What follows belongs to an exercise in optimizing a design on an open flow for small area and few clock cycles per item; a production flow would make more cautious choices. Power and IR drop assume default switching activity.

==> flow/design.v <==
package fp_add_pkg;
    localparam int EXP_W = 8;
    localparam int MAN_W = 23;
    localparam int FP_W  = 1 + EXP_W + MAN_W;
    localparam int SIG_W = MAN_W + 1;           
    typedef logic [FP_W-1:0] fp_word_t;
    typedef logic [EXP_W-1:0] exp_t;
    typedef logic [SIG_W-1:0] sig_t;
    typedef logic [SIG_W:0] sum_t;              
    typedef logic [$clog2(SIG_W + 1)-1:0] lz_t;
    localparam exp_t EXP_MAX = '1;              
endpackage
module fp_unpack_align (
    input  fp_add_pkg::fp_word_t i_fp1,
    input  fp_add_pkg::fp_word_t i_fp2,
    output logic                 o_sign,
    output fp_add_pkg::exp_t     o_exp,
    output fp_add_pkg::sum_t     o_sum
);
    localparam int SW = fp_add_pkg::SIG_W + 1;    
    logic                         fp1_sign;
    fp_add_pkg::exp_t             fp1_exp;
    fp_add_pkg::sig_t             fp1_sig;
    logic                         fp2_sign;
    fp_add_pkg::exp_t             fp2_exp;
    fp_add_pkg::sig_t             fp2_sig;
    logic [fp_add_pkg::EXP_W:0]   d12;            
    fp_add_pkg::exp_t             d21;
    logic                         e1_ge;          
    logic                         fp1_big;
    logic                         sub;
    logic                         kill;
    fp_add_pkg::exp_t             exp_diff;
    fp_add_pkg::sig_t             x_sig;          
    fp_add_pkg::sig_t             y_sig;          
    fp_add_pkg::sig_t             y_aligned;
    logic [SW-1:0]                pa, pb;
    logic [SW-1:0]                p, g, c;
    assign fp1_sign = i_fp1[fp_add_pkg::FP_W-1];
    assign fp1_exp  = i_fp1[fp_add_pkg::FP_W-2 -: fp_add_pkg::EXP_W];
    assign fp2_sign = i_fp2[fp_add_pkg::FP_W-1];
    assign fp2_exp  = i_fp2[fp_add_pkg::FP_W-2 -: fp_add_pkg::EXP_W];
    assign fp1_sig = {(fp1_exp != '0), i_fp1[fp_add_pkg::MAN_W-1:0]};
    assign fp2_sig = {(fp2_exp != '0), i_fp2[fp_add_pkg::MAN_W-1:0]};
    assign fp1_big = (i_fp1[fp_add_pkg::FP_W-2:0] >= i_fp2[fp_add_pkg::FP_W-2:0]);
    assign d12      = {1'b0, fp1_exp} - {1'b0, fp2_exp};
    assign d21      = fp2_exp - fp1_exp;
    assign e1_ge    = ~d12[fp_add_pkg::EXP_W];
    assign exp_diff = e1_ge ? d12[fp_add_pkg::EXP_W-1:0] : d21;
    assign sub   = (fp1_sign != fp2_sign);
    assign x_sig = fp1_big ? fp1_sig : fp2_sig;
    assign y_sig = fp1_big ? fp2_sig : fp1_sig;
    assign kill      = ~y_sig[fp_add_pkg::SIG_W-1] | (exp_diff >= 8'(fp_add_pkg::SIG_W));
    assign y_aligned = kill ? '0 : (y_sig >> exp_diff[4:0]);
    assign pa = {1'b0, x_sig};
    assign pb = {1'b0, y_aligned} ^ {SW{sub}};
    always_comb begin
        logic [SW-1:0] gg, pp;
        p  = pa ^ pb;
        gg = pa & pb;
        pp = p;
        gg[0] = gg[0] | (pp[0] & sub);
        for (int l = 0; (1 << l) < SW; l++) begin
            for (int i = 0; i < SW; i++) begin
                if ((i >> l) & 1) begin
                    gg[i] = gg[i] | (pp[i] & gg[((i >> l) << l) - 1]);
                    pp[i] = pp[i] & pp[((i >> l) << l) - 1];
                end
            end
        end
        g = gg;
        c = {g[SW-2:0], sub};
    end
    assign o_sum  = p ^ c;
    assign o_sign = fp1_big ? fp1_sign : fp2_sign;
    assign o_exp  = e1_ge ? fp1_exp : fp2_exp;     
endmodule
module fp_mag_add (
    input  logic             i_clk,
    input  logic             i_rst_n,
    input  logic             i_valid,
    input  logic             i_sign,
    input  fp_add_pkg::exp_t i_exp,
    input  fp_add_pkg::sum_t i_sum,
    input  logic             i_move,
    output logic             o_valid,
    output logic             o_sign,
    output fp_add_pkg::exp_t o_exp,
    output fp_add_pkg::sum_t o_sum
);
    always_ff @(posedge i_clk or negedge i_rst_n) begin
        if (!i_rst_n) begin
            o_valid <= 1'b0;
        end else begin
            o_valid <= i_valid | (o_valid & ~i_move);
        end
    end
    always_ff @(posedge i_clk) begin
        if (i_valid) begin
            o_sign <= i_sign;
            o_exp  <= i_exp;
            o_sum  <= i_sum;
        end
    end
endmodule
module fp_normalize (
    input  logic                 i_sign,
    input  fp_add_pkg::exp_t     i_exp,
    input  fp_add_pkg::sum_t     i_sum,
    output fp_add_pkg::fp_word_t o_fp
);
    localparam int SW = fp_add_pkg::SIG_W + 1;    
    logic [SW-1:0] v16, v8, v4, v2, v1;
    logic [4:0]    lz;
    logic [9:0]    e;                             
    always_comb begin
        lz[4] = (i_sum[SW-1 -: 16] == '0);
        v16   = lz[4] ? {i_sum[SW-17:0], 16'b0} : i_sum;
        lz[3] = (v16[SW-1 -: 8] == '0);
        v8    = lz[3] ? {v16[SW-9:0], 8'b0} : v16;
        lz[2] = (v8[SW-1 -: 4] == '0);
        v4    = lz[2] ? {v8[SW-5:0], 4'b0} : v8;
        lz[1] = (v4[SW-1 -: 2] == '0);
        v2    = lz[1] ? {v4[SW-3:0], 2'b0} : v4;
        lz[0] = ~v2[SW-1];
        v1    = lz[0] ? {v2[SW-2:0], 1'b0} : v2;
    end
    assign e = {2'b00, i_exp} + 10'd1 - {5'b0, lz};
    always_comb begin
        if (i_exp == fp_add_pkg::EXP_MAX) begin
            o_fp = {1'b0, fp_add_pkg::EXP_MAX, {fp_add_pkg::MAN_W{1'b0}}};    
        end else if (~v1[SW-1] || e[9] || (e == '0)) begin
            o_fp = '0;                                                        
        end else if (e[8:0] >= 9'd255) begin
            o_fp = {i_sign, fp_add_pkg::EXP_MAX, {fp_add_pkg::MAN_W{1'b0}}};  
        end else begin
            o_fp = {i_sign, e[7:0], v1[SW-2:1]};
        end
    end
endmodule
module fp_out_credit #(
    parameter int DEPTH        = 7,
    parameter int DOWN_CREDITS = 4
) (
    input  logic                 i_clk,
    input  logic                 i_rst_n,
    input  logic                 i_wr_valid,
    input  fp_add_pkg::fp_word_t i_wr_data,
    input  logic                 i_credit,
    output logic                 o_full,
    output logic                 o_pop,
    output logic                 o_valid,
    output fp_add_pkg::fp_word_t o_fp,
    output logic                 o_in_credit
);
    localparam int CRD_W = $clog2(DOWN_CREDITS + 1);
    fp_add_pkg::fp_word_t mem [DEPTH];
    logic [DEPTH-1:0] fill;
    logic [DEPTH-1:0] head;
    logic [CRD_W-1:0] down_credit;
    assign head        = fill & ~{1'b0, fill[DEPTH-1:1]};
    assign o_full      = fill[DEPTH-1];
    assign o_pop       = fill[0] && (down_credit != '0);
    assign o_valid     = o_pop;
    assign o_in_credit = o_pop;
    always_comb begin
        o_fp = '0;
        for (int k = 0; k < DEPTH; k++) begin
            o_fp = o_fp | (mem[k] & {fp_add_pkg::FP_W{head[k]}});
        end
    end
    always_ff @(posedge i_clk) begin
        if (i_wr_valid) begin
            mem[0] <= i_wr_data;
            for (int i = 1; i < DEPTH; i++) begin
                mem[i] <= mem[i-1];
            end
        end
    end
    always_ff @(posedge i_clk or negedge i_rst_n) begin
        if (!i_rst_n) begin
            fill <= '0;
        end else begin
            case ({i_wr_valid, o_pop})
                2'b10:   fill <= {fill[DEPTH-2:0], 1'b1};
                2'b01:   fill <= {1'b0, fill[DEPTH-1:1]};
                default: fill <= fill;
            endcase
        end
    end
    always_ff @(posedge i_clk or negedge i_rst_n) begin
        if (!i_rst_n) begin
            down_credit <= CRD_W'(DOWN_CREDITS);
        end else begin
            case ({i_credit, o_pop})
                2'b10:   down_credit <= down_credit + 1'b1;
                2'b01:   down_credit <= down_credit - 1'b1;
                default: down_credit <= down_credit;
            endcase
        end
    end
endmodule
module fp_add_top #(
    parameter int OUT_DEPTH    = 7,      
    parameter int DOWN_CREDITS = 4
) (
    input  logic                 i_clk,
    input  logic                 i_rst_n,
    input  logic                 i_valid,
    input  fp_add_pkg::fp_word_t i_fp1,
    input  fp_add_pkg::fp_word_t i_fp2,
    input  logic                 i_credit,
    output logic                 o_in_credit,
    output logic                 o_valid,
    output fp_add_pkg::fp_word_t o_fp
);
    logic                 a_sign;
    fp_add_pkg::exp_t     a_exp;
    fp_add_pkg::sum_t     a_sum;
    logic                 s_valid;
    logic                 s_sign;
    fp_add_pkg::exp_t     s_exp;
    fp_add_pkg::sum_t     s_sum;
    logic                 s_move;
    fp_add_pkg::fp_word_t n_fp;
    logic                 buf_full;
    logic                 buf_pop;
    assign s_move = s_valid & (~buf_full | buf_pop);
    fp_unpack_align fp_unpack_align_inst (
        .i_fp1  (i_fp1),
        .i_fp2  (i_fp2),
        .o_sign (a_sign),
        .o_exp  (a_exp),
        .o_sum  (a_sum)
    );
    fp_mag_add fp_mag_add_inst (
        .i_clk   (i_clk),
        .i_rst_n (i_rst_n),
        .i_valid (i_valid),
        .i_sign  (a_sign),
        .i_exp   (a_exp),
        .i_sum   (a_sum),
        .i_move  (s_move),
        .o_valid (s_valid),
        .o_sign  (s_sign),
        .o_exp   (s_exp),
        .o_sum   (s_sum)
    );
    fp_normalize fp_normalize_inst (
        .i_sign (s_sign),
        .i_exp  (s_exp),
        .i_sum  (s_sum),
        .o_fp   (n_fp)
    );
    fp_out_credit #(
        .DEPTH        (OUT_DEPTH),
        .DOWN_CREDITS (DOWN_CREDITS)
    ) fp_out_credit_inst (
        .i_clk       (i_clk),
        .i_rst_n     (i_rst_n),
        .i_wr_valid  (s_move),
        .i_wr_data   (n_fp),
        .i_credit    (i_credit),
        .o_full      (buf_full),
        .o_pop       (buf_pop),
        .o_valid     (o_valid),
        .o_fp        (o_fp),
        .o_in_credit (o_in_credit)
    );
endmodule
export LEC_CHECK = 0
export CAP_MARGIN = 20
export CORE_MARGIN = 2
export CORE_UTILIZATION = 40
export GPL_TIMING_DRIVEN = 0
export SLEW_MARGIN = 20
create_clock -name core_clock -period 6.0 [get_ports {i_clk}]
run.sh (not shown) runs the stock make flow with config.mk's settings and CLKGATE_MAP_FILE= SYNTH_SCRIPT=/design/flow/synth_recipe.tcl, a recipe that flattens the netlist after the stock synthesis.
The first run completed and failed the layout checks on negative setup slack.
Rerun with:
GPL_TIMING_DRIVEN = not set   (was 0)
The new run ran to the end with violations: negative setup slack.
Power goes up slightly.
Final area goes up by a little under a tenth.
Clock skew goes down by 21 ps.
Routed wire length hardly moves.
Clock power goes down by a few percent.
Via count goes up by a few percent.
Register-to-register slack improves by 180 ps.
Worst hold slack improves by 15 ps.
Function was not checked in any run of this note: the RTL went through the layout flow alone.

[what the ideal ports hide]
How much do the figures lean on ideal ports? The routed layouts below were timed once more, with nothing changed but the port constraints.
Step 1 sets driving cells, clkbuf_16 on the clock port and buf_2 on the other inputs (assumed; they add their load-dependent delay and slew).
Step 2 adds t to the input delays and takes it off the output delays; t is the mean of the earliest and latest rising clock arrival at the registers after step 1. Input paths then give back, and output paths get back, about the clock's delay inside the block.
Three values: ideal, step 1, step 2; two values: the first two.
| run | t (ns) | setup slack, ns | worst register clock-pin slew, ns | worst data-port slew with drivers (ns) |
|---|---|---|---|---|
| the first run | 0.587 | -0.525 / -0.538 / -1.125 | 0.06 / 0.06 | 0.06 |
| the second run | 0.575 | -0.458 / -0.473 / -1.048 | 0.06 / 0.06 | 0.06 |
The setup slack of the first run, which loses most, moves by -0.013 ns with the drivers and by -0.600 ns with both steps.
